Background: an optimization exercise with open tools, aiming at small area, a short achievable clock period and few clock cycles per item. Do not read the settings as production practice.
The RTL was checked by simulation tests, not by an equivalence proof against the original design.

`flow/constraint.sdc`:
```
create_clock -name core_clock -period 8.0 [get_ports {clk}]
set_input_delay 1.6000 -clock core_clock [delete_from_list [all_inputs] [get_ports {clk}]]
set_output_delay 1.6000 -clock core_clock [all_outputs]
set_load 0.01 [all_outputs]
```
`flow/design.v`:
```
module sha256_stream_core (
    input  logic         clk,
    input  logic         rst,
    input  logic         valid_in,
    output logic         ready_in,
    input  logic         first_in,
    input  logic         last_in,
    input  logic [511:0] data_in,
    output logic [255:0] data_out,
    output logic         valid_out,
    output logic         busy
);
    localparam logic [31:0] IV0 = 32'h6a09e667;
    localparam logic [31:0] IV1 = 32'hbb67ae85;
    localparam logic [31:0] IV2 = 32'h3c6ef372;
    localparam logic [31:0] IV3 = 32'ha54ff53a;
    localparam logic [31:0] IV4 = 32'h510e527f;
    localparam logic [31:0] IV5 = 32'h9b05688c;
    localparam logic [31:0] IV6 = 32'h1f83d9ab;
    localparam logic [31:0] IV7 = 32'h5be0cd19;
    localparam logic [31:0] K0  = 32'h428a2f98;
    localparam logic [31:0] Y_IV = IV7 + K0;         
    localparam logic [31:0] Z_IV = IV3 + IV7 + K0;   
    function automatic logic [31:0] k_next(input logic [5:0] idx);
        case (idx)
            6'd0: k_next = 32'h71374491;
            6'd1: k_next = 32'hb5c0fbcf;
            6'd2: k_next = 32'he9b5dba5;
            6'd3: k_next = 32'h3956c25b;
            6'd4: k_next = 32'h59f111f1;
            6'd5: k_next = 32'h923f82a4;
            6'd6: k_next = 32'hab1c5ed5;
            6'd7: k_next = 32'hd807aa98;
            6'd8: k_next = 32'h12835b01;
            6'd9: k_next = 32'h243185be;
            6'd10: k_next = 32'h550c7dc3;
            6'd11: k_next = 32'h72be5d74;
            6'd12: k_next = 32'h80deb1fe;
            6'd13: k_next = 32'h9bdc06a7;
            6'd14: k_next = 32'hc19bf174;
            6'd15: k_next = 32'he49b69c1;
            6'd16: k_next = 32'hefbe4786;
            6'd17: k_next = 32'h0fc19dc6;
            6'd18: k_next = 32'h240ca1cc;
            6'd19: k_next = 32'h2de92c6f;
            6'd20: k_next = 32'h4a7484aa;
            6'd21: k_next = 32'h5cb0a9dc;
            6'd22: k_next = 32'h76f988da;
            6'd23: k_next = 32'h983e5152;
            6'd24: k_next = 32'ha831c66d;
            6'd25: k_next = 32'hb00327c8;
            6'd26: k_next = 32'hbf597fc7;
            6'd27: k_next = 32'hc6e00bf3;
            6'd28: k_next = 32'hd5a79147;
            6'd29: k_next = 32'h06ca6351;
            6'd30: k_next = 32'h14292967;
            6'd31: k_next = 32'h27b70a85;
            6'd32: k_next = 32'h2e1b2138;
            6'd33: k_next = 32'h4d2c6dfc;
            6'd34: k_next = 32'h53380d13;
            6'd35: k_next = 32'h650a7354;
            6'd36: k_next = 32'h766a0abb;
            6'd37: k_next = 32'h81c2c92e;
            6'd38: k_next = 32'h92722c85;
            6'd39: k_next = 32'ha2bfe8a1;
            6'd40: k_next = 32'ha81a664b;
            6'd41: k_next = 32'hc24b8b70;
            6'd42: k_next = 32'hc76c51a3;
            6'd43: k_next = 32'hd192e819;
            6'd44: k_next = 32'hd6990624;
            6'd45: k_next = 32'hf40e3585;
            6'd46: k_next = 32'h106aa070;
            6'd47: k_next = 32'h19a4c116;
            6'd48: k_next = 32'h1e376c08;
            6'd49: k_next = 32'h2748774c;
            6'd50: k_next = 32'h34b0bcb5;
            6'd51: k_next = 32'h391c0cb3;
            6'd52: k_next = 32'h4ed8aa4a;
            6'd53: k_next = 32'h5b9cca4f;
            6'd54: k_next = 32'h682e6ff3;
            6'd55: k_next = 32'h748f82ee;
            6'd56: k_next = 32'h78a5636f;
            6'd57: k_next = 32'h84c87814;
            6'd58: k_next = 32'h8cc70208;
            6'd59: k_next = 32'h90befffa;
            6'd60: k_next = 32'ha4506ceb;
            6'd61: k_next = 32'hbef9a3f7;
            6'd62: k_next = 32'hc67178f2;
            6'd63: k_next = 32'h428a2f98;
            default: k_next = 32'h0;
        endcase
    endfunction
    function automatic logic [31:0] bsig0(input logic [31:0] x);
        bsig0 = {x[1:0], x[31:2]} ^ {x[12:0], x[31:13]} ^ {x[21:0], x[31:22]};
    endfunction
    function automatic logic [31:0] bsig1(input logic [31:0] x);
        bsig1 = {x[5:0], x[31:6]} ^ {x[10:0], x[31:11]} ^ {x[24:0], x[31:25]};
    endfunction
    function automatic logic [31:0] ssig0(input logic [31:0] x);
        ssig0 = {x[6:0], x[31:7]} ^ {x[17:0], x[31:18]} ^ {3'b0, x[31:3]};
    endfunction
    function automatic logic [31:0] ssig1(input logic [31:0] x);
        ssig1 = {x[16:0], x[31:17]} ^ {x[18:0], x[31:19]} ^ {10'b0, x[31:10]};
    endfunction
    function automatic logic [31:0] maj(input logic [31:0] x, input logic [31:0] y,
                                        input logic [31:0] z);
        maj = (x & y) | (x & z) | (y & z);
    endfunction
    function automatic logic [63:0] csa(input logic [31:0] x, input logic [31:0] y,
                                        input logic [31:0] z);
        logic [31:0] s, c, m;
        s = x ^ y ^ z;
        m = maj(x, y, z);
        c = {m[30:0], 1'b0};
        csa = {c, s};
    endfunction
    logic [5:0]   cnt_q;        
    logic         run_q;        
    logic         ready_q;      
    logic         busy_q;
    logic         last_q;
    logic         valid_q;
    logic         gsel_q;       
    logic         c61_q;        
    logic         c62_q;        
    logic         c63_q;        
    logic         ffs_q;        
    logic         chain_iv_q;   
    logic         base_iv_q;    
    logic [255:0] dout_q;
    logic [31:0]  a_q, b_q, c_q, d_q, e_q, f_q, g_q, h_q;
    logic [31:0]  y_q;          
    logic [31:0]  z_q;          
    logic [31:0]  w_q [16];     
    logic [31:0]  ha_q [4];     
    logic [31:0]  he_q [4];     
    logic accept;
    logic done;                 
    logic ivsel;                
    logic [5:0] cnt_d;
    logic       run_d;
    assign accept    = ready_q & valid_in & ~rst;
    assign done      = c63_q;
    assign ivsel     = first_in | (chain_iv_q & ~run_q);
    assign ready_in  = ready_q;
    assign busy      = busy_q;
    assign valid_out = valid_q;
    assign data_out  = dout_q;
    logic [31:0] base0, base4;
    assign base0 = base_iv_q ? IV0 : ha_q[0];
    assign base4 = base_iv_q ? IV4 : he_q[0];
    logic [31:0] s1, ch, s0, mj, wt;
    logic [63:0] t1c, t2c, l2, l3, e2;
    logic [31:0] a_new, e_new;
    always_comb begin
        wt  = w_q[0];
        s1  = bsig1(e_q);
        ch  = (e_q & f_q) ^ (~e_q & g_q);
        s0  = bsig0(a_q);
        mj  = maj(a_q, b_q, c_q);
        t1c = csa(wt, s1, ch);
        t2c = csa(y_q, s0, mj);
        l2  = csa(t1c[31:0], t1c[63:32], t2c[31:0]);
        l3  = csa(l2[31:0], l2[63:32], t2c[63:32]);
        a_new = l3[31:0] + l3[63:32];
        e2  = csa(t1c[31:0], t1c[63:32], z_q);
        e_new = e2[31:0] + e2[63:32];
    end
    logic [31:0] op_g, op_c, kn, m0, m4;
    logic [63:0] y2, z2, z3;
    logic [31:0] y_calc, z_calc;
    always_comb begin
        op_g = gsel_q ? he_q[3] : g_q;
        op_c = gsel_q ? ha_q[3] : c_q;
        kn   = k_next(cnt_q);
        m0   = c62_q ? base0 : 32'h0;
        m4   = c62_q ? base4 : 32'h0;
        y2   = csa(op_g, kn, m0);
        y_calc = y2[31:0] + y2[63:32];
        z2   = csa(op_g, kn, op_c);
        z3   = csa(z2[31:0], z2[63:32], m4);
        z_calc = z3[31:0] + z3[63:32];
    end
    logic [63:0] w1, w2;
    logic [31:0] w_new, ff_a, ff_e;
    logic        ff_sel;
    always_comb begin
        logic [31:0] sa, se, xa, xe;
        if (c61_q) begin
            sa = base_iv_q ? IV3 : ha_q[3];
            se = base_iv_q ? IV7 : he_q[3];
        end else if (c62_q) begin
            sa = base_iv_q ? IV2 : ha_q[2];
            se = base_iv_q ? IV6 : he_q[2];
        end else begin
            sa = base_iv_q ? IV1 : ha_q[1];
            se = base_iv_q ? IV5 : he_q[1];
        end
        xa = run_q ? a_q : 32'h0;
        xe = run_q ? e_q : 32'h0;
        ff_sel = ffs_q;
        w1 = csa(w_q[0], w_q[9], ssig0(w_q[1]));
        w2 = csa(w1[31:0], w1[63:32], ssig1(w_q[14]));
        w_new = (ff_sel ? sa : w2[31:0]) + (ff_sel ? xa : w2[63:32]);
        ff_a = w_new;
        ff_e = se + xe;
    end
    always_ff @(posedge clk) begin
        if (ready_q) begin
            for (int i = 0; i < 16; i++) w_q[i] <= data_in[511 - 32*i -: 32];
        end else begin
            for (int i = 0; i < 15; i++) w_q[i] <= w_q[i + 1];
            w_q[15] <= w_new;
        end
        a_q <= (ready_q && (ivsel || !run_q)) ? (ivsel ? IV0 : ha_q[0]) : a_new;
        e_q <= (ready_q && (ivsel || !run_q)) ? (ivsel ? IV4 : he_q[0]) : e_new;
        if (ready_q && ivsel) begin
            b_q <= IV1; c_q <= IV2; d_q <= IV3;
            f_q <= IV5; g_q <= IV6; h_q <= IV7;
        end else begin
            if (ready_q) begin
                b_q <= ff_a;
                c_q <= ha_q[2];
                d_q <= ha_q[3];
                f_q <= ff_e;
                g_q <= he_q[2];
                h_q <= he_q[3];
            end else begin
                b_q <= a_q; c_q <= b_q; d_q <= c_q;
                f_q <= e_q; g_q <= f_q; h_q <= g_q;
            end
        end
        y_q <= (ready_q && ivsel) ? Y_IV : y_calc;
        z_q <= (ready_q && ivsel) ? Z_IV : z_calc;
        if (c61_q) begin
            ha_q[3] <= ff_a; he_q[3] <= ff_e;
        end
        if (c62_q) begin
            ha_q[2] <= ff_a; he_q[2] <= ff_e;
        end
        if (c63_q) begin
            ha_q[1] <= ff_a; he_q[1] <= ff_e;
            ha_q[0] <= a_new; he_q[0] <= e_new;
        end
    end
    always_comb begin
        if (rst) cnt_d = 6'd63;
        else if (accept) cnt_d = 6'd0;
        else if (ready_q) cnt_d = 6'd63;
        else cnt_d = cnt_q + 6'd1;
        if (rst) run_d = 1'b0;
        else if (accept) run_d = 1'b1;
        else if (ready_q) run_d = 1'b0;
        else run_d = run_q;
    end
    always_ff @(posedge clk) begin
        cnt_q   <= cnt_d;
        ready_q <= (cnt_d == 6'd63);
        busy_q  <= (cnt_d != 6'd63);
        gsel_q  <= (cnt_d == 6'd63);
        run_q   <= run_d;
        c61_q   <= run_d && cnt_d == 6'd61;
        c62_q   <= run_d && cnt_d == 6'd62;
        c63_q   <= run_d && cnt_d == 6'd63;
        ffs_q   <= cnt_d >= 6'd61;
        if (rst) begin
            valid_q    <= 1'b0;
            dout_q     <= '0;
            chain_iv_q <= 1'b1;
            base_iv_q  <= 1'b0;
        end else begin
            valid_q <= done & last_q;
            if (done & last_q)
                dout_q <= {a_new, ff_a, ha_q[2], ha_q[3], e_new, ff_e, he_q[2], he_q[3]};
            if (done)
                chain_iv_q <= 1'b0;
            if (accept) begin
                last_q    <= last_in;
                base_iv_q <= ivsel;
            end else if (ready_q) begin
                base_iv_q <= 1'b0;
            end
        end
    end
endmodule
```
`flow/flow/run.sh`:
```
#!/bin/bash
set -o pipefail
export BUFFER_PORTS_ARGS="-buffer_cell sky130_fd_sc_hd__buf_1"
bash standard.sh > standard_flow.log 2>&1
```
`flow/config.mk`:
```
export PLATFORM = sky130hd
export DESIGN_NAME = sha256_stream_core
export DESIGN_NICKNAME = sha256_stream_core
export VERILOG_FILES = /design/flow/design.v
export SDC_FILE = /design/flow/constraint.sdc
export NUM_CORES = 4
export LEC_CHECK = 0
export CAP_MARGIN = 20
export CORE_MARGIN = 2
export CORE_UTILIZATION = 40
export SETUP_SLACK_MARGIN = 4.5
export SLEW_MARGIN = 20
```
`flow/standard.sh`:
```
#!/bin/bash
# synth_recipe.tcl (not shown) runs the flow's synth.tcl, then flattens the netlist and writes it again
# the make line also repeats each setting of config.mk as NAME=value (left out here)
make -C /OpenROAD-flow-scripts/flow DESIGN_CONFIG=/design/flow/config.mk WORK_HOME=/design/flow/orfs CLKGATE_MAP_FILE= SYNTH_SCRIPT=/design/flow/synth_recipe.tcl "${@:-finish}"
```
==> results of run 1 <==
[synthesized netlist by cell type, types with 12 or more instances]
cell type and n:
a211o_1 12, o21ai_0 316, o22ai_1 25, inv_1 369
xnor2_1 324, nor2_1 298, nand2b_1 19, and3_1 20
nor3_1 62, a21oi_1 473, a22o_1 37, nand2_1 822
nand3b_1 16, maj3_1 57, buf_1 48, a22oi_1 23
nand4_1 17, o211ai_1 34, and2_1 55, fa_1 283
a211oi_1 39, o21a_1 42, edfxtp_1 257, dfxtp_1 1072
nand3_1 67, o22a_1 29, nor2b_1 25, clkbuf_1 329
ha_1 205, mux2i_1 209, a21o_1 76, mux2_2 465
a31oi_1 33, o21bai_1 32, xor2_1 144, o21ai_1 17
[sequential cells by signal (all words and copies together), names as in the netlist, 6 cells and up]
signal  flops
f_q        32
c_q        32
z_q        32
y_q        32
e_q        32
kn         32
cnt_q       6
a_q        32
ha_q      128
he_q      128
dout_q    256
b_q        32
g_q        32
w_q       512
[cell families after synthesis]
logic type | count (synthesis) | share of synthesized area [%]
xor+xnor | 469 | 6.16
compound gates | 1331 | 12.4
mux | 674 | 11.0
buf+inv | 760 | 4.30
flops | 1329 | 43.7
simple gates | 1455 | 9.33
fa+ha+maj | 545 | 13.2
[final cells by class]
| type | count | area, um^2 |
|---|---|---|
| Clock inverter | 73 | 820 |
| Multi-Input combinational cell | 4474 | 41800 |
| Clock buffer | 209 | 4390 |
| Timing Repair inverter | 1 | 8.76 |
| Antenna cell | 17 | 42.5 |
| Sequential cell | 1329 | 29400 |
| Inverter | 373 | 1460 |
| Timing Repair Buffer | 1393 | 9580 |
| Fill cell | 14331 | 75100 |
| Tap cell | 2189 | 2740 |
[worst max-delay path, delay by kind of cell, from the launching register on]
| kind | cells | cell delay (ns) |
|---|---|---|
| buffers and inverters | 5 | 0.54 |
| and+or+nand+nor | 2 | 0.26 |
| adders and majority gates | 3 | 1.22 |
| AOI/OAI and AO/OA | 8 | 1.77 |
| xor gates and xnor gates | 3 | 0.63 |
| DFF | 1 | 0.32 |
[timing repair]
action,in CTS,in global routing
gates resized for setup,1067,469
buffers inserted,357,178
pin swaps,365,312
setup endpoints to repair,743,631
gates cloned,11,1
hold buffers,0,0
[metal layers]
layer	vias to the layer above	part of all wire [%]	global-route usage (%)
met2	3330	42	50.5
met1	28618	42	49.1
met4	14	5.7	17.5
li1	24854	-	-
met3	674	11	9.95
met5	-	0.029	0
[metrics by stage]
step,area [um^2]
floorplan,68200
global placement,72600
finish,90300
detailed placement,72600
global route,90200
CTS,86600
[worst paths after layout]
kind	cells after the start	endpoint	slack, ns
worst max-delay path	21	ha_q[0][16]	2.98
worst min-delay path	1	w_q[11][0]	0.44
worst max register to register	21	ha_q[0][16]	2.98
worst min register to register	1	w_q[11][0]	0.44
==> flow_summary.ini, run 1 <==
[placement]
hpwl_um = 233000
place_ws_ns = 1.94
placed_cells = 9212
place_congestion = 1.06
io_buffers = 775

[outcome]
outcome = timing/DRC/antenna clean

[logic_synthesis]
syn_area_per_cell_um2 = 10.2
postSynthCellCount = 6563
synth_largest_area_cell = dfxtp_1
synth-seq-area-share_pct = 43.7
synth_warnings = 4
syn-cell-area_um2 = 66800
synthArstFlopShare_pct = 0
synth_fp_nets = 7568
ys_ff_latch = 1329
ys.flop_type = dfxtp_1
ys_types = 95
synth_edf_count = 257
yosysTopAreaCellShare_pct = 32.1
synth_area_leaders = dfxtp_1 (32%), edfxtp_1 (12%), fa_1 (8.5%), mux2_2 (7.8%), nand2_1 (4.6%)

[cts]
cts_tree = done
clkSinkCount = 1329
clk_latency_ns = 0.83
cts.clk_slew.worst_paths_ns = 0.06
cts_root_buf = clkbuf_16
cts_buffers = 152
cts_max_path_buffers = 3
ctsHtreeMaxLevel = 4

[sta]
setup_slack_ns = 2.98
fin_hold_ws_ns = 0.436
hold_violations = 0
finClkSkew_ns = 0.0602
setup_viol = 0
tns_ns = 0
worst_pin_slew_ns = 1.13
final-max-slew-violation-count = 0
fin_crit_sh_pct = 62.8
max_freq_mhz = 199
timing.slew.headroom_pct = 22.7
min_period_ns = 5.02
rsz0062_at_grt = yes

[layout]
layout_common_cells = dfxtp_1 (982), buf_1 (773), nand2_1 (749)
final_cells = 10058
drive_gt1_share_pct = 30.4
final_common_cell = dfxtp_1
nets = 8729
utilization_pct = 54.6
area_growth_syn_to_layout_pct = 35.1

[floorplan]
initial_utilization_pct = 40.4
core_um2 = 165000
die_area_um2 = 170000
ioPinCount = 776
die_w_um = 413
fp-row-count = 149
die_y_um = 413

[critical_path]
slowest_delay_ns = 0.56
worstSetupEndpointType = register
startpoint = a_q[5]
timing.rr.start = a_q[5]
critPathRequiredTime_ns = 8.56
critical_path_arrival_ns = 5.58
worst_path_max_delay_cell = fa_2
worstPathMaxFanout = 4
worstPathCellList = buf_6 > buf_4 > xnor2_2 > xnor2_2 > fa_2 > o21a_1 > a21oi_2 > fa_1 > inv_2 > ha_4 > nor2b_2 > o21ai_2 > a21oi_2 > o41ai_4 > o21bai_2 > a2111oi_2 > nor3_1 > buf_4 > a31o_4 > xnor2_4 > inv_1
start_kind = register
crit_type = register to register

[route]
vias_per_cell = 5.72
post-route-drc-count = 0
first_pass_iters = 6
drt_iter0_drc = 6862
post_drt_wl_per_cell_um = 31.3
dr_total_vias = 57490
postRouteAntennaNets = 0
finalWirelength_um = 315000

[global_route]
overflow = 0
grt_pass1_vias = 54609
grt_pass1_wl_um = 424000
grt_use_total_pct = 35.5
antenna_found_initial = 33
grt_max_degree = 173

[worst_hold_path]
min-delay-start = w_q[12][0]
hold_path_class = register to register

[run]
maxCapViolations = 0

[power]
Testbench counts, summed over its fixed seeds: cycles 16,208, blocks 253.
==> run 2: changes to the inputs <==
--- a/flow/config.mk
+++ b/flow/config.mk
@@ -8,5 +8,5 @@
 export CAP_MARGIN = 20
 export CORE_MARGIN = 2
 export CORE_UTILIZATION = 40
-export SETUP_SLACK_MARGIN = 4.5
+export SETUP_SLACK_MARGIN = 2.5
 export SLEW_MARGIN = 20
==> run 2 against run 1 <==
Effect of this change: critical path depth decreased by 5; still clean; sequential cell count is the same; final cell count down 5.3%; final area shrank 14%; setup slack got worse by 0.37 ns; highest routed layer unchanged; critical endpoint is now dout_q[249]; clock-buffer cell count up 2.
==> flow_summary.ini, run 2 <==
[cts]
ctsHtreeMaxLevel = 4
cts_root_buf = clkbuf_16
cts_tree = done
clk_latency_ns = 0.84
clkSinkCount = 1329
cts_max_path_buffers = 3
cts.clk_slew.worst_paths_ns = 0.06
cts_buffers = 147

[route]
dr_total_vias = 53562
drt_iter0_drc = 7090
first_pass_iters = 7
post_drt_wl_per_cell_um = 30.5
postRouteAntennaNets = 0
post-route-drc-count = 0
finalWirelength_um = 290000
vias_per_cell = 5.62

[layout]
layout_common_cells = dfxtp_1 (1,034), nand2_1 (818), buf_1 (774)
drive_gt1_share_pct = 12.8
area_growth_syn_to_layout_pct = 15.8
regMostFlops = w_q
fillers = 15706
largest_reg_flops = 512
final_common_cell = dfxtp_1
nets = 8204
reg_top3 = w_q x512, dout_q x256

[logic_synthesis]
syn-cell-area_um2 = 66800
synth_most_common_cell = dfxtp_1
yosysTopAreaCellShare_pct = 32.1
synth_fp_nets = 7568
postSynthCellCount = 6563
synth_common_cells = dfxtp_1 (1,072), nand2_1 (822), a21oi_1 (473), mux2_2 (465), inv_1 (369)
ys_ff_latch = 1329
synth_warnings = 4
synth_edf_count = 257
synth_largest_area_cell = dfxtp_1
ys.flop_type = dfxtp_1
synth_area_leaders = dfxtp_1 (32%), edfxtp_1 (12%), fa_1 (8.5%), mux2_2 (7.8%), nand2_1 (4.6%)
syn_area_per_cell_um2 = 10.2
ys_types = 95
synthArstFlopShare_pct = 0
synth-seq-area-share_pct = 43.7

[run]
maxCapViolations = 0

[sta]
timing.slew.headroom_pct = 17.7
max_freq_mhz = 185
worst_pin_slew_ns = 1.20
final-max-slew-violation-count = 0
finClkSkew_ns = 0.0529
fin_hold_ws_ns = 0.439
fin_crit_sh_pct = 67.4
hold_violations = 0
min_period_ns = 5.39
setup_viol = 0
rsz0062_at_grt = yes
tns_ns = 0

[floorplan]
initial_utilization_pct = 40.4
core_um2 = 165000
die_w_um = 413
ioPinCount = 776
fp-row-count = 149
die_y_um = 413
die_area_um2 = 170000

[worst_hold_path]
hold_path_class = register to register

[outcome]
outcome = timing/DRC/antenna clean

[critical_path]
start_kind = register
worstSetupEndpointType = register
worst_path_max_delay_cell = dfxtp_1
worst_path_most_repeated_cell = xnor2_1
worstPathMaxFanout = 6
slowest_delay_ns = 0.77
critical_path_arrival_ns = 6.12
worstPathCellList = xnor2_1 > xnor2_1 > fa_1 > maj3_1 > fa_1 > ha_1 > nand2_1 > nor2_1 > a41oi_2 > o31a_1 > o21ai_2 > a41o_1 > a31oi_1 > xnor2_1 > nand2_1 > a21oi_1
crit_type = register to register
critPathRequiredTime_ns = 8.72

[global_route]
grt_pass1_vias = 50878
overflow = 0
grt_max_degree = 181
grt_pass1_wl_um = 394000
antenna_found_initial = 24
grt_use_total_pct = 32.9

[placement]
io_buffers = 775
place_congestion = 1.05
hpwl_um = 228000
-- run 2: cell families after synthesis --
group / count (synthesis) / synth area share [%]
flip-flops: 1329 / 43.7
AND/OR/NAND/NOR: 1455 / 9.33
adder cells (fa/ha/maj): 545 / 13.2
buffers and inverters: 760 / 4.30
XOR/XNOR: 469 / 6.16
multiplexers: 674 / 11.0
AO/OA/AOI/OAI: 1331 / 12.4
-- run 2: through the flow --
stage / cells / instance area [um^2] / setup slack [ns] / utilization [%]
3_3_place_gp: 9215 / 71700 / 1.98 / 43.4
3_5_place_dp: 9217 / 71800 / 2.07 / 43.4
5_1_grt: 9513 / 77300 / 2.40 / 46.8
6_report: 9524 / 77400 / 2.61 / 46.8
2_1_floorplan: 6563 / 66800 / 2.52 / -
4_1_cts: 9494 / 77000 / 2.49 / 46.5
-- run 2: final timing paths --
path | depth (start not counted) | slack [ns] | endpoint | start
worst max register to register | 16 | 2.61 | dout_q[249] | a_q[0]
worst max-delay path | 16 | 2.61 | dout_q[249] | a_q[0]
worst min-delay path | 1 | 0.44 | w_q[11][0] | w_q[12][0]
worst min register to register | 1 | 0.44 | w_q[11][0] | w_q[12][0]
-- run 2: timing repair --
item	4_1_cts	5_1_grt
endpoints found under the setup margin	61	105
hold buffers	0	0
setup buffers	7	15
cloned	0	0
gates resized for setup	29	67
pin swaps	1	6
-- run 2: area by class of cell --
type                    instances  area [um^2]  area share (%)
flip-flops and latches       1329        29200            37.8
multi-input cells            4474        35200            45.5
well taps                    2189         2740            3.54
inverters                     373         1400            1.81
repair buffers                874         3810            4.93
clock inverters                59          756           0.977
diodes                         15         37.5          0.0485
clock buffers                 211         4200            5.43
-- run 2: routing by layer --
layer | global-route usage [%] | up-vias | part of all wire [%]
li1 | - | 23789 | -
met1 | 47.0 | 26396 | 44
met2 | 46.5 | 2885 | 41
met3 | 8.86 | 480 | 10
met4 | 13.8 | 12 | 4.4
met5 | 0 | - | 0.028
-- run 2: worst max-delay path: cells and delay by family (launching register included) --
| kind | cells | cell delay [ns] |
|---|---|---|
| adders and majority gates | 4 | 1.86 |
| AOI/OAI and AO/OA | 6 | 1.34 |
| xor gates and xnor gates | 3 | 0.96 |
| DFF | 1 | 0.77 |
| and+or+nand+nor | 3 | 0.35 |
==> run 3: changes to the inputs <==
--- a/flow/config.mk
+++ b/flow/config.mk
@@ -8,5 +8,5 @@
 export CAP_MARGIN = 20
 export CORE_MARGIN = 2
 export CORE_UTILIZATION = 40
-export SETUP_SLACK_MARGIN = 2.5
+export SETUP_SLACK_MARGIN = 2.0
 export SLEW_MARGIN = 20
==> run 3 against run 2 <==
Effect of this change: worst hold slack worse by 0.027 ns; first-iteration DRC count down 3.5%; clock skew up 0.013 ns; die area unchanged; area after synthesis unchanged; sequential cell count unchanged; still clean on timing, DRC and antenna; sequential share of layout area about the same; core utilization down 0.085 points; setup slack worse by 0.44 ns.
==> flow_summary.ini, run 3 <==
[cts]
cts_tree = done
cts_max_path_buffers = 3
clkSinkCount = 1329
cts.clk_slew.worst_paths_ns = 0.06
ctsHtreeMaxLevel = 4
cts_root_buf = clkbuf_16
clk_latency_ns = 0.86
hold_buffers = 0
cts_buffers = 150

[critical_path]
worstSetupEndpointType = register
crit_type = register to register
worstPathMaxFanout = 47
worstReg2RegEnd = dout_q[93]
worst_path_most_repeated_cell = a21oi_1
worstPathCellList = buf_4 > buf_4 > nor2_1 > nand2_1 > o21ai_0 > ha_1 > and4_1 > and3_1 > nand3_1 > o31ai_1 > o21ai_0 > a21oi_1 > a21oi_1 > xnor2_1 > nand2_1 > a21oi_1
start_kind = register
critical_path_arrival_ns = 6.57
slowest_delay_ns = 0.67
critPathRequiredTime_ns = 8.73
rr_worst_depth = 16
worst_path_max_delay_cell = buf_4
regToRegSetupSlack_ns = 2.17
timing.rr.start = base_iv_q

[outcome]
outcome = timing/DRC/antenna clean

[route]
postRouteAntennaNets = 0
post-route-drc-count = 0
vias_per_cell = 5.68
finalWirelength_um = 303000
first_pass_iters = 5
dr_total_vias = 54084
post_drt_wl_per_cell_um = 31.8
drt_iter0_drc = 6843

[logic_synthesis]
ys.flop_type = dfxtp_1
ys_types = 95
syn_area_per_cell_um2 = 10.2
synthArstFlopShare_pct = 0
synth_most_common_cell = dfxtp_1
synth_edf_count = 257
yosysTopAreaCellShare_pct = 32.1
synth-seq-area-share_pct = 43.7
synth_fp_nets = 7568
synth_common_cells = dfxtp_1 (1,072), nand2_1 (822), a21oi_1 (473), mux2_2 (465), inv_1 (369)
postSynthCellCount = 6563
synth_warnings = 4
synth_largest_area_cell = dfxtp_1
syn-cell-area_um2 = 66800
ys_ff_latch = 1329
synth_area_leaders = dfxtp_1 (32%), edfxtp_1 (12%), fa_1 (8.5%), mux2_2 (7.8%), nand2_1 (4.6%)

[layout]
largest_reg_flops = 512
area_growth_syn_to_layout_pct = 15.6
final_common_cell = dfxtp_1
nets = 8197
drive_gt1_share_pct = 12.0
reg_top3 = w_q x512, dout_q x256
seq_area_um2 = 29200
multiInputGateArea_um2 = 34900
utilization_pct = 46.7
fillers = 15727
layout_common_cells = dfxtp_1 (1,066), nand2_1 (819), buf_1 (774)
regMostFlops = w_q

[global_route]
grt_pass1_vias = 51530
overflow = 0
grt_pass1_wl_um = 410000
grt_max_degree = 208
grt_use_total_pct = 34.4
antenna_found_initial = 36

[placement]
hpwl_um = 239000
place_congestion = 1.05
place_ws_ns = 2.12
io_buffers = 775

[sta]
setup_viol = 0
max_freq_mhz = 171
finClkSkew_ns = 0.0661
worst_pin_slew_ns = 1.17
fin_crit_sh_pct = 72.9
tns_ns = 0
setup_slack_ns = 2.17
timing.slew.headroom_pct = 19.8
final-max-slew-violation-count = 0
rsz0062_at_grt = no
min_period_ns = 5.83
hold_violations = 0
fin_hold_ws_ns = 0.411

[floorplan]
ioPinCount = 776
die_y_um = 413
initial_utilization_pct = 40.4
core_um2 = 165000
die_w_um = 413
die_area_um2 = 170000
fp-row-count = 149

[worst_hold_path]
hold_path_class = register to register
worstHoldPathCells = 1
hold_end = w_q[12][24]
min-delay-start = w_q[13][24]

[run]
maxCapViolations = 0
[run 3: logic make-up after synthesis]
logic type / share of synthesized area (%)
xor+xnor: 6.16
simple gates: 9.33
fa+ha+maj: 13.2
buf+inv: 4.30
compound gates: 12.4
flops: 43.7
mux: 11.0
[run 3: area by class of cell]
cell class / count / share of cell area, %
multi-input combinational: 4474 / 45.2
sequential: 1329 / 37.8
clock buffer: 216 / 5.72
timing repair buffer: 864 / 4.75
tap: 2189 / 3.55
inverter: 373 / 1.81
clock inverter: 60 / 1.09
antenna: 11 / 0.0356
[run 3: how the worst max path moves through the flow]
stage	start	to	slack, ns	cells past startpoint
final	base_iv_q	dout_q[93]	2.17	16
after global routing	c62_q	dout_q[220]	2.09	14
after CTS	gsel_q	z_q[30]	2.13	16
after detailed placement	gsel_q	z_q[30]	2.12	16
after global placement	rst	kn[16]	2.04	13
after floorplan	c62_q	z_q[31]	2.09	20
[run 3: critical path: cells and delay by family (launching register included)]
family / cells / cell delay (ns)
buffers and inverters: 2 / 1.02
and+or+nand+nor: 6 / 1.67
DFF: 1 / 0.33
AOI/OAI and AO/OA: 6 / 1.70
adders and majority gates: 1 / 0.43
xor gates and xnor gates: 1 / 0.51
[run 3: what timing repair did]
action	CTS	global route
setup buffers	0	1
resized for setup	0	7
endpoints found under the setup margin	0	15
[run 3: through the flow]
stage	cells	instance area, um^2
2_1_floorplan	6563	66800
3_3_place_gp	9228	71800
3_5_place_dp	9228	71900
4_1_cts	9504	77100
5_1_grt	9506	77200
6_report	9516	77200
[run 3: routing by layer]
layer | vias up | GRT usage, % | wire length (um)
met1 | 26924 | 48.8 | 132000
met5 | - | 0 | 151
met2 | 2921 | 49.8 | 129000
li1 | 23760 | - | -
met3 | 453 | 9.39 | 30600
met4 | 26 | 12.5 | 11500
==> run 4: changes to the inputs <==
--- a/flow/config.mk
+++ b/flow/config.mk
@@ -8,5 +8,5 @@
 export CAP_MARGIN = 20
 export CORE_MARGIN = 2
 export CORE_UTILIZATION = 40
-export SETUP_SLACK_MARGIN = 2.0
+export SETUP_SLACK_MARGIN = 3.0
 export SLEW_MARGIN = 20
==> run 4 against run 3 <==
Effect of this change: still clean on timing, DRC and antenna; die area is the same; first-iteration DRC count is the same; core utilization grew 1.2 points; critical path type unchanged.
==> flow_summary.ini, run 4 <==
[outcome]
outcome = timing/DRC/antenna clean

[logic_synthesis]
syn-cell-area_um2 = 66800
syn_area_per_cell_um2 = 10.2
ys_ff_latch = 1329
synth_most_common_cell = dfxtp_1
synth_warnings = 4
synthArstFlopShare_pct = 0
synth_largest_area_cell = dfxtp_1
synth_area_leaders = dfxtp_1 (32%), edfxtp_1 (12%), fa_1 (8.5%), mux2_2 (7.8%), nand2_1 (4.6%)
ys.flop_type = dfxtp_1
ys_types = 95
synth_common_cells = dfxtp_1 (1,072), nand2_1 (822), a21oi_1 (473), mux2_2 (465), inv_1 (369)
yosysTopAreaCellShare_pct = 32.1
postSynthCellCount = 6563
synth_fp_nets = 7568
synth_edf_count = 257
synth-seq-area-share_pct = 43.7

[cts]
cts_buffers = 149
cts.clk_slew.worst_paths_ns = 0.07
cts_tree = done
ctsHtreeMaxLevel = 4
cts_root_buf = clkbuf_16
clkSinkCount = 1329
hold_buffers = 0
cts_max_path_buffers = 3
clk_latency_ns = 0.82

[floorplan]
die_area_um2 = 170000
initial_utilization_pct = 40.4
die_y_um = 413
die_w_um = 413
ioPinCount = 776
core_um2 = 165000
fp-row-count = 149

[sta]
fin_hold_ws_ns = 0.448
rsz0062_at_grt = yes
max_freq_mhz = 194
finClkSkew_ns = 0.0480
final-max-slew-violation-count = 0
setup_slack_ns = 2.84
min_period_ns = 5.16
timing.slew.headroom_pct = 18.6
hold_violations = 0
worst_pin_slew_ns = 1.22
tns_ns = 0
setup_viol = 0
fin_crit_sh_pct = 64.5

[route]
postRouteAntennaNets = 0
first_pass_iters = 6
post_drt_wl_per_cell_um = 31.3
drt_iter0_drc = 6843
finalWirelength_um = 300000
dr_total_vias = 54734
vias_per_cell = 5.71
post-route-drc-count = 0

[layout]
final_common_cell = dfxtp_1
regMostFlops = w_q
area_growth_syn_to_layout_pct = 18.5
largest_reg_flops = 512
nets = 8267
drive_gt1_share_pct = 16.2
layout_common_cells = dfxtp_1 (991), nand2_1 (819), buf_1 (774)
reg_top3 = w_q x512, dout_q x256

[critical_path]
critPathRequiredTime_ns = 8.68
worstSetupEndpointType = register
start_kind = register
worstPathMaxFanout = 6
critical_path_arrival_ns = 5.84
crit_type = register to register

[placement]
place_ws_ns = 2.26
io_buffers = 775
place_congestion = 1.08
hpwl_um = 232000

[global_route]
grt_use_total_pct = 33.8
grt_pass1_vias = 52010
grt_max_degree = 174
grt_pass1_wl_um = 404000
overflow = 0
antenna_found_initial = 39

[worst_hold_path]
hold_path_class = register to register

[run]
maxCapViolations = 0
[run 4: cell counts after synthesis]
No cell type changed its count.
[run 4: worst paths after layout]
kind | startpoint | to | slack (ns) | cells after the start
worst min-delay path | w_q[15][18] | w_q[14][18] | 0.45 | 1
worst max register to register | a_q[14] | a_q[28] | 2.84 | 16
worst max-delay path | a_q[14] | a_q[28] | 2.84 | 16
worst min register to register | w_q[15][18] | w_q[14][18] | 0.45 | 1
[run 4: logic make-up (layout without fill, tap and decap cells)]
| group | after synthesis | in the layout | synth area share, % |
|---|---|---|---|
| compound gates | 1331 | 1331 | 12.4 |
| xor+xnor | 469 | 469 | 6.16 |
| fa+ha+maj | 545 | 545 | 13.2 |
| buf+inv | 760 | 1584 | 4.30 |
| flops | 1329 | 1329 | 43.7 |
| mux | 674 | 674 | 11.0 |
| other cells | 0 | 13 | 0 |
| simple gates | 1455 | 1455 | 9.33 |
[run 4: area by class of cell]
type,count,area (um^2)
fill,15552,86200
multi-input combinational,4474,36100
sequential,1329,29400
timing repair buffer,935,4430
clock buffer,221,4420
tap,2189,2740
inverter,373,1410
clock inverter,55,652
antenna,13,32.5
[run 4: what timing repair did]
action                                  CTS  global route
pin swaps                                25            61
resized for setup                       202           159
endpoints found under the setup margin  196           171
gates cloned                              2             1
buffers inserted                         29            48
[run 4: per-layer routing]
metal  wire length (um)  GRT usage [%]
met4              13700           13.4
met2             124000           47.8
met3              33000           9.92
met1             129000           47.9
met5                200              0
[run 4: stage by stage]
stage | cell area (um^2) | cells | utilization (%)
final | 79200 | 9589 | 47.9
after global routing | 79100 | 9582 | 47.9
after CTS | 77900 | 9527 | 47.1
after detailed placement | 71800 | 9220 | 43.4
after global placement | 71800 | 9220 | 43.4
after floorplan | 66800 | 6563 | -
[run 4: worst max-delay path: stages (launching register included)]
cell	delay [ns]
dfxtp_4	0.40
maj3_1	0.48
fa_1	0.56
maj3_1	0.41
fa_1	0.57
ha_4	0.23
and3_4	0.19
a221o_1	0.41
buf_6	0.15
a2111oi_4	0.22
buf_4	0.17
a31o_4	0.19
o211ai_4	0.12
o41ai_4	0.37
xnor2_2	0.16
buf_4	0.17
a22o_1	0.23
==> run 5: changes to the inputs <==
--- a/flow/config.mk
+++ b/flow/config.mk
@@ -8,5 +8,9 @@
 export CAP_MARGIN = 20
 export CORE_MARGIN = 2
 export CORE_UTILIZATION = 40
-export SETUP_SLACK_MARGIN = 3.0
+export CTS_BUF_LIST = sky130_fd_sc_hd__clkbuf_8
+export CTS_CLUSTER_DIAMETER = 60
+export CTS_CLUSTER_SIZE = 12
+export SETUP_SLACK_MARGIN = 3.5
 export SLEW_MARGIN = 20
+export TNS_END_PERCENT = 5
==> run 5 against run 4 <==
Effect of this change: area after synthesis did not move; first-iteration DRC count increased by 4.6%; via count barely moved.
==> flow_summary.ini, run 5 <==
[outcome]
outcome = timing/DRC/antenna clean

[layout]
drive_gt1_share_pct = 17.7
fin_area_um2 = 78300
fillers = 15675
seq_area_um2 = 29400
final_common_cell = dfxtp_1
largest_reg_flops = 512
nets = 8315
layout_common_cells = dfxtp_1 (979), nand2_1 (815), buf_1 (774)
regMostFlops = w_q
multiInputGateArea_um2 = 36800
area_growth_syn_to_layout_pct = 17.2
reg_top3 = w_q x512, dout_q x256

[logic_synthesis]
syn-cell-area_um2 = 66800
ys_types = 95
syn_area_per_cell_um2 = 10.2
synth_edf_count = 257
postSynthCellCount = 6563
synth_largest_area_cell = dfxtp_1
ys.flop_type = dfxtp_1
synth_warnings = 4
synth_common_cells = dfxtp_1 (1,072), nand2_1 (822), a21oi_1 (473), mux2_2 (465), inv_1 (369)
yosysTopAreaCellShare_pct = 32.1
synth_most_common_cell = dfxtp_1
synth-seq-area-share_pct = 43.7
synthArstFlopShare_pct = 0
ys_ff_latch = 1329
synth_fp_nets = 7568
synth_area_leaders = dfxtp_1 (32%), edfxtp_1 (12%), fa_1 (8.5%), mux2_2 (7.8%), nand2_1 (4.6%)

[floorplan]
die_area_um2 = 170000
core_um2 = 165000
initial_utilization_pct = 40.4
die_y_um = 413
fp-row-count = 149
ioPinCount = 776
die_w_um = 413

[placement]
io_buffers = 775
placed_cell_area_um2 = 71900
place_congestion = 1.05
hpwl_um = 231000

[sta]
min_period_ns = 4.99
tns_ns = 0
final-max-slew-violation-count = 0
setup_viol = 0
finClkSkew_ns = 0.0676
rsz0062_at_grt = yes
worst_pin_slew_ns = 1.25
max_freq_mhz = 200
hold_violations = 0
timing.slew.headroom_pct = 14.0
fin_crit_sh_pct = 62.4

[route]
postRouteAntennaNets = 0
first_pass_iters = 8
drt_iter0_drc = 7158
post-route-drc-count = 0
finalWirelength_um = 299000
dr_total_vias = 54723
post_drt_wl_per_cell_um = 31.2
vias_per_cell = 5.69

[critical_path]
critical_path_arrival_ns = 5.84
regToRegSetupSlack_ns = 3.01
worst_path_max_delay_cell = fa_1
crit_end = a_q[27]
critPathRequiredTime_ns = 8.85
timing.rr.start = c_q[15]
worstSetupEndpointType = register
worstPathCellList = maj3_2 > fa_1 > fa_1 > fa_1 > ha_4 > and3_4 > a221o_1 > a21oi_2 > o31a_1 > o21ai_2 > a41o_1 > a221oi_4 > buf_6 > and2b_2 > xnor2_4 > o22a_1
worstPathMaxFanout = 3
startpoint = c_q[15]
slowest_delay_ns = 0.59
start_kind = register
worstReg2RegEnd = a_q[27]
rr_worst_depth = 16
crit_type = register to register
worst_path_most_repeated_cell = fa_1

[cts]
cts_tree = done
ctsHtreeMaxLevel = 4
clk_latency_ns = 1.00
cts_root_buf = clkbuf_8
cts.clk_slew.worst_paths_ns = 0.10
cts_buffers = 151
cts_max_path_buffers = 3
hold_buffers = 0
clkSinkCount = 1329

[global_route]
overflow = 0
grt_max_degree = 101
grt_pass1_wl_um = 402000
grt_use_total_pct = 33.6
grt_pass1_vias = 51733
antenna_found_initial = 26

[worst_hold_path]
hold_path_class = register to register
worstHoldPathCells = 1

[run]
maxCapViolations = 0
run 5: cell counts after synthesis:
Identical to the previous run, type by type.
run 5: worst max-delay path: cells and delay by family (launching register included):
family                   cells  cell delay [ns]
XOR/XNOR                     1             0.09
AO/OA/AOI/OAI                7             1.50
AND/OR/NAND/NOR              2             0.37
buffers and inverters        1             0.15
adder cells (fa/ha/maj)      5             2.33
flip-flops                   1             0.41
run 5: logic make-up (layout without fill, tap and decap cells):
family | count (synthesis) | in the layout | share of synthesized area (%)
adder cells (fa/ha/maj) | 545 | 545 | 13.2
AND/OR/NAND/NOR | 1455 | 1455 | 9.33
flip-flops | 1329 | 1329 | 43.7
other | 0 | 22 | 0
multiplexers | 674 | 674 | 11.0
buffers and inverters | 760 | 1600 | 4.30
AO/OA/AOI/OAI | 1331 | 1331 | 12.4
XOR/XNOR | 469 | 469 | 6.16
run 5: worst min path at each step:
stage,from,to,slack (ns)
after global placement,w_q[7][31],w_q[6][31],0.44
after CTS,w_q[6][11],w_q[5][11],0.44
after floorplan,w_q[11][0],w_q[10][0],0.43
after global routing,w_q[12][9],w_q[11][9],0.45
final,ha_q[0][2],a_q[2],0.44
after detailed placement,w_q[12][9],w_q[11][9],0.44
run 5: layout make-up:
| class | instances | share of cell area (%) |
|---|---|---|
| multi-input combinational | 4474 | 47.0 |
| sequential | 1329 | 37.6 |
| timing repair buffer | 981 | 6.31 |
| tap | 2189 | 3.50 |
| clock buffer | 156 | 2.74 |
| inverter | 373 | 1.79 |
| clock inverter | 90 | 1.03 |
| antenna | 22 | 0.0703 |
run 5: per-layer routing:
metal / part of all wire [%] / global-route usage [%]
met3: 11 / 8.79
met2: 42 / 48.1
met4: 4.6 / 14.0
met1: 43 / 47.8
met5: 0.013 / 0
run 5: per-stage QoR:
step / hold WS (ns) / instances / setup WS [ns] / utilization, %
6_report: 0.445 / 9614 / 3.01 / 47.4
2_1_floorplan: 0.434 / 6563 / 3.41 / -
3_3_place_gp: 0.436 / 9219 / 2.02 / 43.5
4_1_cts: 0.440 / 9541 / 3.11 / 46.6
5_1_grt: 0.450 / 9600 / 2.93 / 47.3
3_5_place_dp: 0.440 / 9220 / 1.96 / 43.5
run 5: repair_timing:
action | in CTS | in global routing
resized for setup | 349 | 151
gates cloned | 5 | 3
pin swaps | 46 | 61
setup buffers | 70 | 48
endpoints found under the setup margin | 692 | 443
==> run 6: changes to the inputs <==
--- a/flow/design.v
+++ b/flow/design.v
@@ -124,7 +124,6 @@
     logic         c61_q;        
     logic         c62_q;        
     logic         c63_q;        
-    logic         ffs_q;        
     logic         chain_iv_q;   
     logic         base_iv_q;    
     logic [255:0] dout_q;
@@ -166,6 +165,13 @@
         e2  = csa(t1c[31:0], t1c[63:32], z_q);
         e_new = e2[31:0] + e2[63:32];
     end
+    logic [63:0] w1, w2;
+    logic [31:0] w_new;
+    always_comb begin
+        w1 = csa(w_q[0], w_q[9], ssig0(w_q[1]));
+        w2 = csa(w1[31:0], w1[63:32], ssig1(w_q[14]));
+        w_new = w2[31:0] + w2[63:32];
+    end
     logic [31:0] op_g, op_c, kn, m0, m4;
     logic [63:0] y2, z2, z3;
     logic [31:0] y_calc, z_calc;
@@ -181,9 +187,7 @@
         z3   = csa(z2[31:0], z2[63:32], m4);
         z_calc = z3[31:0] + z3[63:32];
     end
-    logic [63:0] w1, w2;
-    logic [31:0] w_new, ff_a, ff_e;
-    logic        ff_sel;
+    logic [31:0] ff_a, ff_e;
     always_comb begin
         logic [31:0] sa, se, xa, xe;
         if (c61_q) begin
@@ -198,11 +202,7 @@
         end
         xa = run_q ? a_q : 32'h0;
         xe = run_q ? e_q : 32'h0;
-        ff_sel = ffs_q;
-        w1 = csa(w_q[0], w_q[9], ssig0(w_q[1]));
-        w2 = csa(w1[31:0], w1[63:32], ssig1(w_q[14]));
-        w_new = (ff_sel ? sa : w2[31:0]) + (ff_sel ? xa : w2[63:32]);
-        ff_a = w_new;
+        ff_a = sa + xa;
         ff_e = se + xe;
     end
     always_ff @(posedge clk) begin
@@ -262,7 +262,6 @@
         c61_q   <= run_d && cnt_d == 6'd61;
         c62_q   <= run_d && cnt_d == 6'd62;
         c63_q   <= run_d && cnt_d == 6'd63;
-        ffs_q   <= cnt_d >= 6'd61;
         if (rst) begin
             valid_q    <= 1'b0;
             dout_q     <= '0;
--- a/flow/config.mk
+++ b/flow/config.mk
@@ -13,4 +13,3 @@
 export CTS_CLUSTER_SIZE = 12
 export SETUP_SLACK_MARGIN = 3.5
 export SLEW_MARGIN = 20
-export TNS_END_PERCENT = 5
==> run 6 against run 5 <==
Effect of this change: critical path depth up 4; via count grew 4.3%; non-clock buffer count up 51; sequential share of layout area fell by 2.0 points; register-to-register slack improved by 0.25 ns; final area increased by 5.4%; clock skew is 0.025 ns higher; core utilization is 0.81 points higher; clock-buffer cell count rose by 3; worst hold slack improved by 0.0012 ns; critical path type unchanged.
==> flow_summary.ini, run 6 <==
[outcome]
outcome = timing/DRC/antenna clean

[floorplan]
die_y_um = 419
die_area_um2 = 176000
fp-row-count = 152
initial_utilization_pct = 40.2
ioPinCount = 776
die_w_um = 419
core_um2 = 171000

[critical_path]
start_kind = register
critical_path_arrival_ns = 5.55
worstReg2RegEnd = z_q[25]
regToRegSetupSlack_ns = 3.25
crit_type = register to register
timing.rr.start = gsel_q
worstPathMaxFanout = 6
worstSetupEndpointType = register
rr_worst_depth = 20
critPathRequiredTime_ns = 8.81

[sta]
timing.slew.headroom_pct = 25.8
max_freq_mhz = 211
hold_violations = 0
final-max-slew-violation-count = 0
fin_hold_ws_ns = 0.446
rsz0062_at_grt = yes
finClkSkew_ns = 0.0922
tns_ns = 0
min_period_ns = 4.75
fin_crit_sh_pct = 59.3
worst_pin_slew_ns = 1.11
setup_viol = 0

[worst_hold_path]
min-delay-start = w_q[6][28]
hold_path_class = register to register
worstHoldPathCells = 1
hold_end = w_q[5][28]

[placement]
io_buffers = 775
placed_cell_area_um2 = 74000
place_congestion = 1.03
hpwl_um = 236000

[logic_synthesis]
synth_warnings = 4
synth_most_common_cell = dfxtp_1
syn_area_per_cell_um2 = 10.1
synth-seq-area-share_pct = 42.3
synth_common_cells = dfxtp_1 (1,071), nand2_1 (739), a21oi_1 (515), mux2_2 (496), xnor2_1 (372)
synth_area_leaders = dfxtp_1 (31%), edfxtp_1 (11%), fa_1 (8.3%), mux2_2 (8.1%), xnor2_1 (4.7%)
ys_types = 98
yosysTopAreaCellShare_pct = 31.1
synthArstFlopShare_pct = 0
synth_edf_count = 257
synth_largest_area_cell = dfxtp_1
ys.flop_type = dfxtp_1
syn-cell-area_um2 = 68900
postSynthCellCount = 6801
synth_fp_nets = 7837
ys_ff_latch = 1328

[route]
drt_iter0_drc = 5940
postRouteAntennaNets = 0
vias_per_cell = 5.68
dr_total_vias = 57059
post-route-drc-count = 0
post_drt_wl_per_cell_um = 30.4
finalWirelength_um = 306000
first_pass_iters = 6

[cts]
clk_latency_ns = 0.99
cts_max_path_buffers = 3
cts_tree = done
clkSinkCount = 1328
cts_root_buf = clkbuf_8
hold_buffers = 0
cts.clk_slew.worst_paths_ns = 0.09
ctsHtreeMaxLevel = 4
cts_buffers = 152

[layout]
nets = 8636
reg_top3 = w_q x512, dout_q x256
largest_reg_flops = 512
fillers = 16177
area_growth_syn_to_layout_pct = 19.8
seq_area_um2 = 29300
final_common_cell = dfxtp_1
fin_area_um2 = 82500
regMostFlops = w_q
multiInputGateArea_um2 = 40000
drive_gt1_share_pct = 19.7
layout_common_cells = dfxtp_1 (996), buf_1 (774), nand2_1 (724)

[global_route]
grt_use_total_pct = 33.6
overflow = 0
antenna_found_initial = 60
grt_max_degree = 173
grt_pass1_vias = 54493
grt_pass1_wl_um = 416000

[run]
maxCapViolations = 0
-- run 6: worst max path at each step --
stage / startpoint / end / slack (ns)
floorplan: c62_q / z_q[27] / 3.48
global placement: rst / kn[13] / 1.55
detailed placement: rst / kn[13] / 1.56
CTS: gsel_q / z_q[27] / 3.23
global route: e_q[27] / a_q[28] / 3.16
finish: gsel_q / z_q[25] / 3.25
-- run 6: logic make-up after synthesis --
group | after synthesis | synth area share (%)
AO/OA/AOI/OAI | 1371 | 12.6
flip-flops | 1328 | 42.3
XOR/XNOR | 471 | 6.00
AND/OR/NAND/NOR | 1595 | 10.3
adder cells (fa/ha/maj) | 576 | 13.3
multiplexers | 713 | 11.3
buffers and inverters | 747 | 4.08
-- run 6: layout make-up --
class                           count  share of cell area, %
Timing Repair Buffer             1032                   6.96
Sequential cell                  1328                   35.6
Clock buffer                      159                   2.65
Multi-Input combinational cell   4726                   48.4
Inverter                          360                   1.66
Clock inverter                     97                   1.16
Tap cell                         2310                   3.50
Antenna cell                       31                 0.0940
-- run 6: repair_timing --
action	4_1_cts	5_1_grt
gates cloned	6	5
buffers inserted	86	83
setup endpoints to repair	431	265
gates resized for setup	417	271
pin swaps	114	124
-- run 6: through the flow --
step	utilization (%)	worst slack, ns	instances
after global placement	43.2	1.55	9575
after floorplan	-	3.48	6801
after detailed placement	43.2	1.56	9576
after CTS	46.8	3.23	9924
final	48.2	3.25	10043
after global routing	48.1	3.16	10030
-- run 6: metal layers --
metal / GRT usage, % / part of all wire (%) / vias to the layer above
met5: 0 / 0.12 / -
met4: 15.4 / 5.2 / 32
met3: 6.84 / 8.9 / 540
met2: 52.2 / 45 / 2840
met1: 45.0 / 41 / 28536
li1: - / - / 25111
-- run 6: critical path: stages (launching register included) --
cell     delay (ns)
dfxtp_4        0.36
buf_12         0.17
buf_16         0.17
buf_16         0.18
mux2i_4        0.39
fa_1           0.47
fa_1           0.50
inv_1          0.05
ha_2           0.21
a21o_1         0.19
a21oi_1        0.16
nor2b_1        0.11
o41ai_4        0.31
buf_4          0.20
a22oi_2        0.09
a221o_1        0.42
buf_4          0.17
buf_6          0.12
a21oi_4        0.11
xor2_1         0.15
nand2_1        0.06
Testbench counts of run 6, summed over its fixed seeds: cycles 16,208, blocks 253.
==> run 7: changes to the inputs <==
--- a/flow/config.mk
+++ b/flow/config.mk
@@ -13,3 +13,4 @@
 export CTS_CLUSTER_SIZE = 12
 export SETUP_SLACK_MARGIN = 3.5
 export SLEW_MARGIN = 20
+export TNS_END_PERCENT = 5
==> run 7 against run 6 <==
Effect of this change: global-route usage down 0.55 points; worst hold slack better by 0.0079 ns; still clean.
==> flow_summary.ini, run 7 <==
[outcome]
outcome = timing/DRC/antenna clean

[route]
first_pass_iters = 6
finalWirelength_um = 300000
dr.max_layer_used = met5
post_drt_wl_per_cell_um = 30.0
dr_wl_met3_um = 25700
dr_wl_met2_um = 133000
postRouteAntennaNets = 0
post-route-drc-count = 0
wl_met1_um = 126000
drt_iter0_drc = 6318
vias_per_cell = 5.64
dr_total_vias = 56362

[floorplan]
core_um2 = 171000
die_area_um2 = 176000
die_w_um = 419
die_y_um = 419
initial_utilization_pct = 40.2
fp-row-count = 152
ioPinCount = 776

[placement]
hpwl_um = 234000
io_buffers = 775
placed_cell_area_um2 = 74000
place_congestion = 1.03

[critical_path]
worstReg2RegEnd = dout_q[255]
rr_worst_depth = 14
start_kind = register
critPathRequiredTime_ns = 8.90
critical_path_arrival_ns = 5.65
regToRegSetupSlack_ns = 3.25
timing.rr.start = e_q[17]
worstPathMaxFanout = 7
worstSetupEndpointType = register
crit_type = register to register

[layout]
regMostFlops = w_q
final_common_cell = dfxtp_1
layout_common_cells = dfxtp_1 (997), buf_1 (774), nand2_1 (736)
utilization_pct = 47.0
reg_top3 = w_q x512, dout_q x256
area_growth_syn_to_layout_pct = 16.8
drive_gt1_share_pct = 17.1
nets = 8578
largest_reg_flops = 512
fin_area_um2 = 80500

[logic_synthesis]
synth_fp_nets = 7837
synthArstFlopShare_pct = 0
ys.flop_type = dfxtp_1
synth-seq-area-share_pct = 42.3
synth_edf_count = 257
postSynthCellCount = 6801
synth_common_cells = dfxtp_1 (1,071), nand2_1 (739), a21oi_1 (515), mux2_2 (496), xnor2_1 (372)
synth_area_leaders = dfxtp_1 (31%), edfxtp_1 (11%), fa_1 (8.3%), mux2_2 (8.1%), xnor2_1 (4.7%)
synth_largest_area_cell = dfxtp_1
syn-cell-area_um2 = 68900
ys_ff_latch = 1328
ys_types = 98
syn_area_per_cell_um2 = 10.1
synth_most_common_cell = dfxtp_1
yosysTopAreaCellShare_pct = 31.1
synth_warnings = 4

[sta]
fin_crit_sh_pct = 59.4
tns_ns = 0
final-max-slew-violation-count = 0
rsz0062_at_grt = yes
max_freq_mhz = 211
worst_pin_slew_ns = 1.12
timing.slew.headroom_pct = 23.1
hold_violations = 0
setup_viol = 0
finClkSkew_ns = 0.0585
min_period_ns = 4.75

[cts]
clk_latency_ns = 1.02
clkSinkCount = 1328
ctsHtreeMaxLevel = 4
cts.clk_slew.worst_paths_ns = 0.08
cts_max_path_buffers = 3
cts_tree = done
hold_buffers = 0
cts_buffers = 152
cts_root_buf = clkbuf_8

[worst_hold_path]
hold_end = w_q[4][15]
worstHoldPathCells = 1
hold_path_class = register to register
min-delay-start = w_q[5][15]

[global_route]
overflow = 0
grt_pass1_wl_um = 410000
grt_max_degree = 158
grt_pass1_vias = 53766
antenna_found_initial = 53
grt_use_total_pct = 33.1

[run]
maxCapViolations = 0
==> run 7: cell counts after synthesis <==
Identical to the previous run, type by type.
==> run 7: repair_timing <==
item	in CTS	in global routing
gates resized for setup	331	127
hold endpoints to repair	0	0
buffers inserted	73	38
gates cloned	4	4
setup endpoints to repair	413	285
pin swaps	83	51
==> run 7: worst max-delay path by stage <==
stage,to,depth (start not counted),startpoint
global route,he_q[0][30],16,e_q[20]
global placement,kn[5],11,rst
floorplan,dout_q[124],4,c63_q
CTS,z_q[27],17,gsel_q
finish,dout_q[255],14,e_q[17]
detailed placement,kn[5],11,rst
==> run 7: per-layer routing <==
layer	vias to the layer above	track usage, %
met3	519	6.68
met2	2741	51.0
li1	24995	-
met1	28085	44.7
met4	22	14.8
met5	-	0
==> run 7: cell type report <==
type	instances	area, um^2
fill	16416	90900
multi-input combinational	4726	38800
sequential	1328	29300
timing repair buffer	974	4900
tap	2310	2890
clock buffer	162	2230
inverter	360	1360
clock inverter	94	822
antenna	32	80.1
==> run 7: metrics by stage <==
step / std cells / setup slack, ns / hold WS [ns]
after floorplan: 6801 / 3.28 / 0.434
after global placement: 9577 / 2.19 / 0.437
after detailed placement: 9579 / 2.09 / 0.441
after CTS: 9912 / 3.29 / 0.450
after global routing: 9975 / 3.19 / 0.452
final: 9986 / 3.25 / 0.454
==> run 7: kinds of logic after synthesis <==
| kind of cell | count (synthesis) | synth area share [%] |
|---|---|---|
| AOI/OAI and AO/OA | 1371 | 12.6 |
| muxes | 713 | 11.3 |
| DFF | 1328 | 42.3 |
| buffers and inverters | 747 | 4.08 |
| and+or+nand+nor | 1595 | 10.3 |
| xor gates and xnor gates | 471 | 6.00 |
| adders and majority gates | 576 | 13.3 |
==> run 7: worst max-delay path: stages (launching register included) <==
cell     delay (ns)
dfxtp_2        0.47
mux2i_2        0.42
fa_1           0.49
inv_1          0.27
fa_1           0.49
fa_1           0.39
ha_2           0.35
a21oi_1        0.25
o21ai_4        0.15
or3_1          0.42
a21oi_2        0.15
o21ai_2        0.10
o41ai_2        0.26
xnor2_1        0.20
o211a_1        0.26
==> run 8: changes to the inputs <==
--- a/flow/config.mk
+++ b/flow/config.mk
@@ -11,6 +11,6 @@
 export CTS_BUF_LIST = sky130_fd_sc_hd__clkbuf_8
 export CTS_CLUSTER_DIAMETER = 60
 export CTS_CLUSTER_SIZE = 12
-export SETUP_SLACK_MARGIN = 3.5
+export SETUP_SLACK_MARGIN = 4.0
 export SLEW_MARGIN = 20
 export TNS_END_PERCENT = 5
==> run 8 against run 7 <==
Effect of this change: setup slack lost 0.019 ns; via count grew 0.17%; wire length grew 2.4%; largest cell class unchanged.
==> flow_summary.ini, run 8 <==
[cts]
clk_latency_ns = 1.00
cts_tree = done
cts_root_buf = clkbuf_8
cts_buffers = 160
cts.clk_slew.worst_paths_ns = 0.09
clkSinkCount = 1328
cts_max_path_buffers = 3
hold_buffers = 0
ctsHtreeMaxLevel = 4

[critical_path]
regToRegSetupSlack_ns = 3.23
critPathRequiredTime_ns = 8.86
start_kind = register
slowest_delay_ns = 0.96
worstReg2RegEnd = y_q[21]
crit_end = y_q[21]
timing.rr.start = c62_q
startpoint = c62_q
worstPathCellList = buf_4 > nor2b_2 > and2_1 > fa_1 > ha_1 > nand3_1 > a2111o_1 > a31oi_4 > a211oi_2 > or3_1 > xor2_1 > nand2_1
worstSetupEndpointType = register
crit_type = register to register
critical_path_arrival_ns = 5.63
rr_worst_depth = 12
worst_path_max_delay_cell = nor2b_2
worstPathMaxFanout = 11

[sta]
timing.slew.headroom_pct = 21.5
max_freq_mhz = 210
setup_slack_ns = 3.23
final-max-slew-violation-count = 0
tns_ns = 0
rsz0062_at_grt = yes
fin_crit_sh_pct = 59.6
setup_viol = 0
hold_violations = 0
min_period_ns = 4.77
worst_pin_slew_ns = 1.17
finClkSkew_ns = 0.0649

[route]
postRouteAntennaNets = 0
first_pass_iters = 6
post-route-drc-count = 0
drt_iter0_drc = 5129
vias_per_cell = 5.63
dr_total_vias = 56458
post_drt_wl_per_cell_um = 30.6
finalWirelength_um = 307000

[logic_synthesis]
ys_types = 98
syn-cell-area_um2 = 68900
synth_edf_count = 257
ys.flop_type = dfxtp_1
synth_area_leaders = dfxtp_1 (31%), edfxtp_1 (11%), fa_1 (8.3%), mux2_2 (8.1%), xnor2_1 (4.7%)
synth_largest_area_cell = dfxtp_1
synthArstFlopShare_pct = 0
synth_common_cells = dfxtp_1 (1,071), nand2_1 (739), a21oi_1 (515), mux2_2 (496), xnor2_1 (372)
synth-seq-area-share_pct = 42.3
ys_ff_latch = 1328
postSynthCellCount = 6801
yosysTopAreaCellShare_pct = 31.1
synth_warnings = 4
synth_most_common_cell = dfxtp_1
synth_fp_nets = 7837
syn_area_per_cell_um2 = 10.1

[global_route]
grt_pass1_wl_um = 419000
grt_pass1_vias = 55375
overflow = 0
grt_max_degree = 176
grt_use_total_pct = 33.9
antenna_found_initial = 23

[layout]
reg_top3 = w_q x512, dout_q x256
seq_area_um2 = 29300
final_cells = 10023
multiInputGateArea_um2 = 39500
final_common_cell = dfxtp_1
nets = 8629
drive_gt1_share_pct = 19.2
largest_reg_flops = 512
fillers = 16247
layout_common_cells = dfxtp_1 (998), buf_1 (774), nand2_1 (732)
regMostFlops = w_q
utilization_pct = 47.7
area_growth_syn_to_layout_pct = 18.6

[placement]
io_buffers = 775
place_ws_ns = 2.15
place_congestion = 1.04
placed_cells = 9578
hpwl_um = 237000

[run]
maxCapViolations = 0

[floorplan]
die_area_um2 = 176000
die_y_um = 419
die_w_um = 419
fp-row-count = 152
core_um2 = 171000
ioPinCount = 776
initial_utilization_pct = 40.2

[worst_hold_path]
hold_path_class = register to register

[outcome]
outcome = timing/DRC/antenna clean
==> run 8: cell counts after synthesis <==
No cell type changed its count.
==> run 8: cell families (layout without fill, tap and decap cells) <==
| family | count (synthesis) | count (layout) | share of synthesized area [%] |
|---|---|---|---|
| compound gates | 1371 | 1371 | 12.6 |
| xor+xnor | 471 | 471 | 6.00 |
| fa+ha+maj | 576 | 576 | 13.3 |
| buf+inv | 747 | 1649 | 4.08 |
| flops | 1328 | 1328 | 42.3 |
| mux | 713 | 713 | 11.3 |
| other cells | 0 | 9 | 0 |
| simple gates | 1595 | 1596 | 10.3 |
==> run 8: worst min-delay path by stage <==
stage,start,endpoint,slack [ns],depth (start not counted)
2_1_floorplan,w_q[2][31],w_q[1][31],0.43,1
3_3_place_gp,w_q[3][24],w_q[2][24],0.44,1
3_5_place_dp,w_q[4][26],w_q[3][26],0.44,1
4_1_cts,w_q[7][0],w_q[6][0],0.42,1
5_1_grt,w_q[4][31],w_q[3][31],0.44,1
6_report,w_q[4][31],w_q[3][31],0.43,1
==> run 8: worst max-delay path, delay by kind of cell (launching register included) <==
kind	cells	cell delay, ns
flops	1	0.47
simple gates	5	1.93
fa+ha+maj	2	0.82
compound gates	3	0.97
buf+inv	1	0.24
xor+xnor	1	0.19
==> run 8: metrics by stage <==
step / cell area [um^2] / hold slack (ns)
6_report: 81700 / 0.431
5_1_grt: 81700 / 0.445
4_1_cts: 80100 / 0.418
3_5_place_dp: 74200 / 0.442
3_3_place_gp: 74200 / 0.435
2_1_floorplan: 69300 / 0.434
==> run 8: area by class of cell <==
class                           count  area share, %
Tap cell                         2310           3.54
Clock inverter                    105           1.00
Sequential cell                  1328           35.9
Inverter                          360           1.66
Multi-Input combinational cell   4727           48.4
Clock buffer                      168           2.83
Timing Repair Buffer             1016           6.65
Antenna cell                        9         0.0276
==> run 8: repair_timing <==
item	CTS	global route
gates resized for setup	408	212
pin swaps	105	76
gates cloned	9	5
setup buffers	91	58
setup endpoints to repair	507	538
==> run 8: layer usage <==
metal,routed length (um),vias up,track usage [%]
li1,-,25086,-
met1,112000,27830,38.7
met2,147000,2804,57.1
met3,23500,728,7.17
met4,24200,10,22.6
met5,68,-,0

[port drivers added, routing unchanged]
In the flow no input, the clock included, has a driving cell. The finished layouts below were timed again as built, in two steps.
Step 1: set_driving_cell puts a clkbuf_16 on clk and a buf_2 on each other input, an assumption about the parent block.
Step 2 times the ports against the registers' clock, not the clock port: input delays grow and output delays shrink by t, the midpoint of the rising clock arrivals with the driver on.
Slacks: no drivers / after step 1 / after step 2; pairs: no drivers / after step 1.
| run | t, ns | setup slack, ns | worst setup path after step 2 | worst data-port slew with drivers (ns) |
|---|---|---|---|---|
| run 1 | 0.881 | 2.979 / 2.979 / 2.979 | register to register | 0.31 |
| run 2 | 0.895 | 2.607 / 2.607 / 2.499 | input to register | 0.28 |
| run 3 | 0.903 | 2.168 / 2.168 / 1.958 | input to register | 0.29 |
| run 4 | 0.870 | 2.837 / 2.837 / 2.380 | input to register | 0.18 |
| run 5 | 1.040 | 3.007 / 3.007 / 2.488 | input to register | 0.17 |
| run 6 | 1.038 | 3.255 / 3.255 / 2.611 | input to register | 0.23 |
| run 7 | 1.070 | 3.251 / 3.251 / 2.727 | input to register | 0.29 |
| run 8 | 1.062 | 3.232 / 3.232 / 2.487 | input to register | 0.19 |
After both steps every run listed still meets setup and hold. For run 8, which loses most, drivers alone change the setup slack by 0.000 ns; drivers and shift together by -0.745 ns.
